This is an optimization exercise on Yosys and OpenROAD, whose aim is small area, a short achievable clock period and few clock cycles, not a production implementation. Only simulation tests tie the RTL to the original design; equivalence was not proved.

==> flow/design.v <==
module dcache_line_nway #(
  parameter int unsigned DATABITS      = 32,
  parameter int unsigned ADDRBITS      = 32,
  parameter int unsigned CACHEADDRBITS = 4,
  parameter int unsigned LSBITS        = 2,
  parameter int unsigned WAYS          = 4,
  parameter int unsigned WAYBITS       = (WAYS > 1) ? $clog2(WAYS) : 1,
  parameter int unsigned CNTMISSBITS   = 8
) (
  input  logic                     clk,
  input  logic                     reset,
  input  logic [ADDRBITS-1:0]      dcache_addr,
  input  logic [DATABITS-1:0]      dcache_in,
  input  logic [DATABITS/8-1:0]    byteenable,
  input  logic                     dcache_rdreq,
  input  logic                     dcache_wrreq,
  output logic [DATABITS-1:0]      dcache_out,
  output logic                     dcache_valid,
  output logic                     dcache_busy,
  input  logic                     invalidate,
  output logic [ADDRBITS-1:0]      mem_addr,
  output logic [DATABITS-1:0]      mem_out,
  output logic                     mem_wrreq,
  input  logic                     mem_wr_ack,
  output logic                     mem_rdreq,
  input  logic [DATABITS-1:0]      mem_in,
  input  logic                     mem_in_valid,
  output logic [CNTMISSBITS-1:0]   cnt_miss
);
  localparam int unsigned TAGBITS = ADDRBITS - CACHEADDRBITS - LSBITS;
  localparam int unsigned BANKNUM = DATABITS / 8;
  localparam int unsigned WORDS   = 1 << CACHEADDRBITS;
  localparam logic [CACHEADDRBITS-1:0] LastWord = CACHEADDRBITS'(WORDS - 1);
  logic                     busy_q, wb_q, fill_q, dvalid_q;
  logic [WAYS-1:0]          valid_q, dirty_q;
  logic [WAYBITS-1:0]       ptr_q;
  logic [CACHEADDRBITS-1:0] cnt_q;
  logic [CACHEADDRBITS-1:0] nxt_q;       
  logic [CNTMISSBITS-1:0]   cnt_miss_q;
  logic [CACHEADDRBITS-1:0] req_word_q;
  logic [DATABITS-1:0]      wdata_q;
  logic [BANKNUM-1:0]       be_q;
  logic                     is_wr_q;
  logic [TAGBITS-1:0]       mtag_q;
  logic [DATABITS-1:0]      mout_q;
  logic [DATABITS-1:0]      out_q;
  logic [TAGBITS-1:0]       tag_q  [WAYS];
  logic [DATABITS-1:0]      data_q [WAYS][WORDS];
  logic                     idle, req, hit, vdirty;
  logic [TAGBITS-1:0]       in_tag, vic_tag;
  logic [CACHEADDRBITS-1:0] in_word, nxt_word;
  logic [WAYS-1:0]          hit_w, vic, rd_way;
  logic [WORDS-1:0]         rd_sel;
  logic [DATABITS-1:0]      rd_data, w0_data, wbus;
  logic [DATABITS-1:0]      way_word [WAYS];
  logic                     fill_beat, wb_beat, last, merge_word;
  logic [WORDS-1:0]         fill_sel;
  logic [BANKNUM-1:0]       wr_sel [WORDS];
  logic                     unused_lsb;
  assign idle       = !(wb_q || fill_q);
  assign req        = dcache_rdreq || dcache_wrreq;
  assign in_tag     = dcache_addr[ADDRBITS-1 -: TAGBITS];
  assign in_word    = dcache_addr[LSBITS +: CACHEADDRBITS];
  assign unused_lsb = ^dcache_addr[LSBITS-1:0];
  assign last       = (cnt_q == LastWord);
  assign fill_beat  = fill_q && mem_in_valid;
  assign wb_beat    = wb_q && mem_wr_ack;
  assign nxt_word   = nxt_q;
  assign merge_word = is_wr_q && (cnt_q == req_word_q);
  always_comb begin
    vic = '0;
    vic[ptr_q] = 1'b1;
    for (int w = WAYS - 1; w >= 0; w--) begin
      if (!valid_q[w]) begin
        vic    = '0;
        vic[w] = 1'b1;
      end
    end
  end
  always_comb begin
    vdirty  = 1'b0;
    vic_tag = '0;
    w0_data = '0;
    for (int w = 0; w < WAYS; w++) begin
      vdirty  = vdirty | (vic[w] & valid_q[w] & dirty_q[w]);
      vic_tag = vic_tag | ({TAGBITS{vic[w]}} & tag_q[w]);
      w0_data = w0_data | ({DATABITS{vic[w]}} & data_q[w][0]);
    end
  end
  always_comb begin
    for (int w = 0; w < WAYS; w++) hit_w[w] = valid_q[w] && (tag_q[w] == in_tag);
  end
  assign hit = |hit_w;
  always_comb begin
    for (int k = 0; k < WORDS; k++)
      rd_sel[k] = ((idle ? in_word : nxt_word) == k);
    for (int w = 0; w < WAYS; w++) rd_way[w] = (idle && hit_w[w]) || (wb_q && vic[w]);
  end
  always_comb begin
    rd_data = '0;
    for (int w = 0; w < WAYS; w++) begin
      way_word[w] = '0;
      for (int k = 0; k < WORDS; k++)
        way_word[w] = way_word[w] | ({DATABITS{rd_sel[k]}} & data_q[w][k]);
      rd_data = rd_data | ({DATABITS{rd_way[w]}} & way_word[w]);
    end
  end
  always_comb begin
    for (int b = 0; b < BANKNUM; b++)
      wbus[8*b +: 8] = idle ? dcache_in[8*b +: 8] :
                       (merge_word && be_q[b]) ? wdata_q[8*b +: 8] : mem_in[8*b +: 8];
  end
  always_comb begin
    for (int k = 0; k < WORDS; k++) begin
      fill_sel[k] = fill_beat && (cnt_q == k);
      for (int b = 0; b < BANKNUM; b++)
        wr_sel[k][b] = idle && dcache_wrreq && (in_word == k) && byteenable[b];
    end
  end
  always_ff @(posedge clk) begin
    for (int w = 0; w < WAYS; w++) begin
      for (int k = 0; k < WORDS; k++) begin
        for (int b = 0; b < BANKNUM; b++) begin
          if ((hit_w[w] && wr_sel[k][b]) || (vic[w] && fill_sel[k]))
            data_q[w][k][8*b +: 8] <= wbus[8*b +: 8];
        end
      end
      if (idle && req && !hit && vic[w]) tag_q[w] <= in_tag;
    end
  end
  always_ff @(posedge clk) begin
    if (idle) begin
      req_word_q <= in_word;
      wdata_q    <= dcache_in;
      be_q       <= byteenable;
      is_wr_q    <= dcache_wrreq;
      mtag_q     <= vdirty ? vic_tag : in_tag;
    end else if (wb_beat && last) begin
      mtag_q     <= vic_tag;    
    end
    if (idle || wb_beat)
      mout_q <= rd_data | ({DATABITS{idle}} & w0_data);
    if (idle ? dcache_rdreq : (fill_beat && !is_wr_q && (cnt_q == req_word_q)))
      out_q <= rd_data | ({DATABITS{fill_q}} & mem_in);
  end
  always_ff @(posedge clk or posedge reset) begin
    if (reset) begin
      busy_q     <= 1'b0;
      wb_q       <= 1'b0;
      fill_q     <= 1'b0;
      dvalid_q   <= 1'b0;
      valid_q    <= '0;
      dirty_q    <= '0;
      ptr_q      <= '0;
      cnt_q      <= '0;
      nxt_q      <= CACHEADDRBITS'(1);
      cnt_miss_q <= '0;
    end else begin
      dvalid_q <= 1'b0;
      if (idle) begin
        if (invalidate) begin
          valid_q <= '0;
          dirty_q <= '0;
        end
        if (req) begin
          if (hit) begin
            dvalid_q <= 1'b1;
            if (dcache_wrreq) dirty_q <= dirty_q | hit_w;
          end else begin
            busy_q <= 1'b1;
            wb_q   <= vdirty;
            fill_q <= !vdirty;
            if (cnt_miss_q != '1) cnt_miss_q <= cnt_miss_q + 1'b1;
          end
        end
      end
      if (wb_beat) begin
        cnt_q <= nxt_q;
        nxt_q <= nxt_q + 1'b1;
        if (last) begin
          wb_q   <= 1'b0;
          fill_q <= 1'b1;
        end
      end
      if (fill_beat) begin
        cnt_q <= nxt_q;
        nxt_q <= nxt_q + 1'b1;
        if (last) begin
          fill_q   <= 1'b0;
          busy_q   <= 1'b0;
          dvalid_q <= 1'b1;
          valid_q  <= valid_q | vic;
          dirty_q  <= is_wr_q ? (dirty_q | vic) : (dirty_q & ~vic);
          if (vic[ptr_q]) ptr_q <= ptr_q + 1'b1;
        end
      end
    end
  end
  assign dcache_out   = out_q;
  assign dcache_valid = dvalid_q;
  assign dcache_busy  = busy_q;
  assign mem_wrreq    = wb_q;
  assign mem_rdreq    = fill_q;
  assign mem_addr     = {mtag_q, cnt_q, {LSBITS{1'b0}}};
  assign mem_out      = mout_q;
  assign cnt_miss     = cnt_miss_q;
endmodule
==> flow/config.mk <==
export PLATFORM = sky130hd
export DESIGN_NAME = dcache_line_nway
export DESIGN_NICKNAME = dcache_line_nway
export VERILOG_FILES = /design/flow/design.v
export SDC_FILE = /design/flow/constraint.sdc
export NUM_CORES = 4
export LEC_CHECK = 0
export CAP_MARGIN = 20
export CORE_MARGIN = 2
export CORE_UTILIZATION = 60
export CTS_CLUSTER_DIAMETER = 100
export CTS_CLUSTER_SIZE = 24
export PLACE_DENSITY = 0.7
export SLEW_MARGIN = 20
export TNS_END_PERCENT = 10
==> flow/constraint.sdc <==
create_clock -name core_clock -period 10.0 [get_ports {clk}]
set_input_delay 2.0000 -clock core_clock [delete_from_list [all_inputs] [get_ports {clk}]]
set_output_delay 2.0000 -clock core_clock [all_outputs]
set_load 0.01 [all_outputs]
standard.sh (not shown) runs the stock make flow with config.mk's settings and CLKGATE_MAP_FILE= SYNTH_SCRIPT=/design/flow/synth_recipe.tcl, a recipe that flattens the netlist after the stock synthesis.
==> flow/flow/run.sh <==
#!/bin/bash
bash standard.sh SETUP_SLACK_MARGIN=6.3 MATCH_CELL_FOOTPRINT=0 \
  "BUFFER_PORTS_ARGS=-buffer_cell sky130_fd_sc_hd__buf_2" finish > standard_flow.log 2>&1
Testbench counts at the start, summed over its fixed seeds: cycles 90,735.
Next try:
--- a/flow/design.v
+++ b/flow/design.v
@@ -37,14 +37,13 @@
   logic [CACHEADDRBITS-1:0] cnt_q;
   logic [CACHEADDRBITS-1:0] nxt_q;       
   logic [CNTMISSBITS-1:0]   cnt_miss_q;
   logic [CACHEADDRBITS-1:0] req_word_q;
-  logic [DATABITS-1:0]      wdata_q;
   logic [BANKNUM-1:0]       be_q;
   logic                     is_wr_q;
   logic [TAGBITS-1:0]       mtag_q;
   logic [DATABITS-1:0]      mout_q;
-  logic [DATABITS-1:0]      out_q;
+  logic [DATABITS-1:0]      out_q;       
   logic [TAGBITS-1:0]       tag_q  [WAYS];
   logic [DATABITS-1:0]      data_q [WAYS][WORDS];
   logic                     idle, req, hit, vdirty;
   logic [TAGBITS-1:0]       in_tag, vic_tag;
@@ -93,9 +92,10 @@
   assign hit = |hit_w;
   always_comb begin
     for (int k = 0; k < WORDS; k++)
       rd_sel[k] = ((idle ? in_word : nxt_word) == k);
-    for (int w = 0; w < WAYS; w++) rd_way[w] = (idle && hit_w[w]) || (wb_q && vic[w]);
+    for (int w = 0; w < WAYS; w++)
+      rd_way[w] = (idle && dcache_rdreq && hit_w[w]) || (wb_q && vic[w]);
   end
   always_comb begin
     rd_data = '0;
     for (int w = 0; w < WAYS; w++) begin
@@ -107,9 +107,9 @@
   end
   always_comb begin
     for (int b = 0; b < BANKNUM; b++)
       wbus[8*b +: 8] = idle ? dcache_in[8*b +: 8] :
-                       (merge_word && be_q[b]) ? wdata_q[8*b +: 8] : mem_in[8*b +: 8];
+                       (merge_word && be_q[b]) ? out_q[8*b +: 8] : mem_in[8*b +: 8];
   end
   always_comb begin
     for (int k = 0; k < WORDS; k++) begin
       fill_sel[k] = fill_beat && (cnt_q == k);
@@ -130,19 +130,18 @@
   end
   always_ff @(posedge clk) begin
     if (idle) begin
       req_word_q <= in_word;
-      wdata_q    <= dcache_in;
       be_q       <= byteenable;
       is_wr_q    <= dcache_wrreq;
       mtag_q     <= vdirty ? vic_tag : in_tag;
     end else if (wb_beat && last) begin
       mtag_q     <= vic_tag;    
     end
     if (idle || wb_beat)
       mout_q <= rd_data | ({DATABITS{idle}} & w0_data);
-    if (idle ? dcache_rdreq : (fill_beat && !is_wr_q && (cnt_q == req_word_q)))
-      out_q <= rd_data | ({DATABITS{fill_q}} & mem_in);
+    if (idle ? req : (fill_beat && !is_wr_q && (cnt_q == req_word_q)))
+      out_q <= rd_data | ({DATABITS{fill_q}} & mem_in) | ({DATABITS{idle && dcache_wrreq}} & dcache_in);
   end
   always_ff @(posedge clk or posedge reset) begin
     if (reset) begin
       busy_q     <= 1'b0;
Outcome: Fmax came out higher by a few percent. Wire length shrinks by a little under a tenth. Setup slack improved by 0.17 ns. Hold slack is worse by 0.0038 ns. Core utilization barely changes.
Testbench counts after the change, summed over its fixed seeds: cycles 90,735.

[static timing again, ports no longer ideal]
The results above use ideal ports. As a check the final layouts listed here were re-extracted and re-timed, cells and wires unchanged. Step 1 sets driving cells, clkbuf_16 on the clock port and buf_2 on the other inputs (assumed; they add their load-dependent delay and slew). Step 2 adds t to the input delays and takes it off the output delays; t is the mean of the earliest and latest rising clock arrival at the registers after step 1. Input paths then give back, and output paths get back, about the clock's delay inside the block. Slacks: no drivers / after step 1 / after step 2; pairs: no drivers / after step 1.
run	t (ns)	setup WS [ns]	worst setup path at the end
the first run	0.887	5.555 / 5.414 / 4.527	input to register
the second run	0.889	5.721 / 5.574 / 4.686	input to register
After both steps setup and hold are still met in every run listed. For the second run, which loses most, drivers alone change the setup slack by -0.147 ns; drivers and shift together by -1.035 ns.
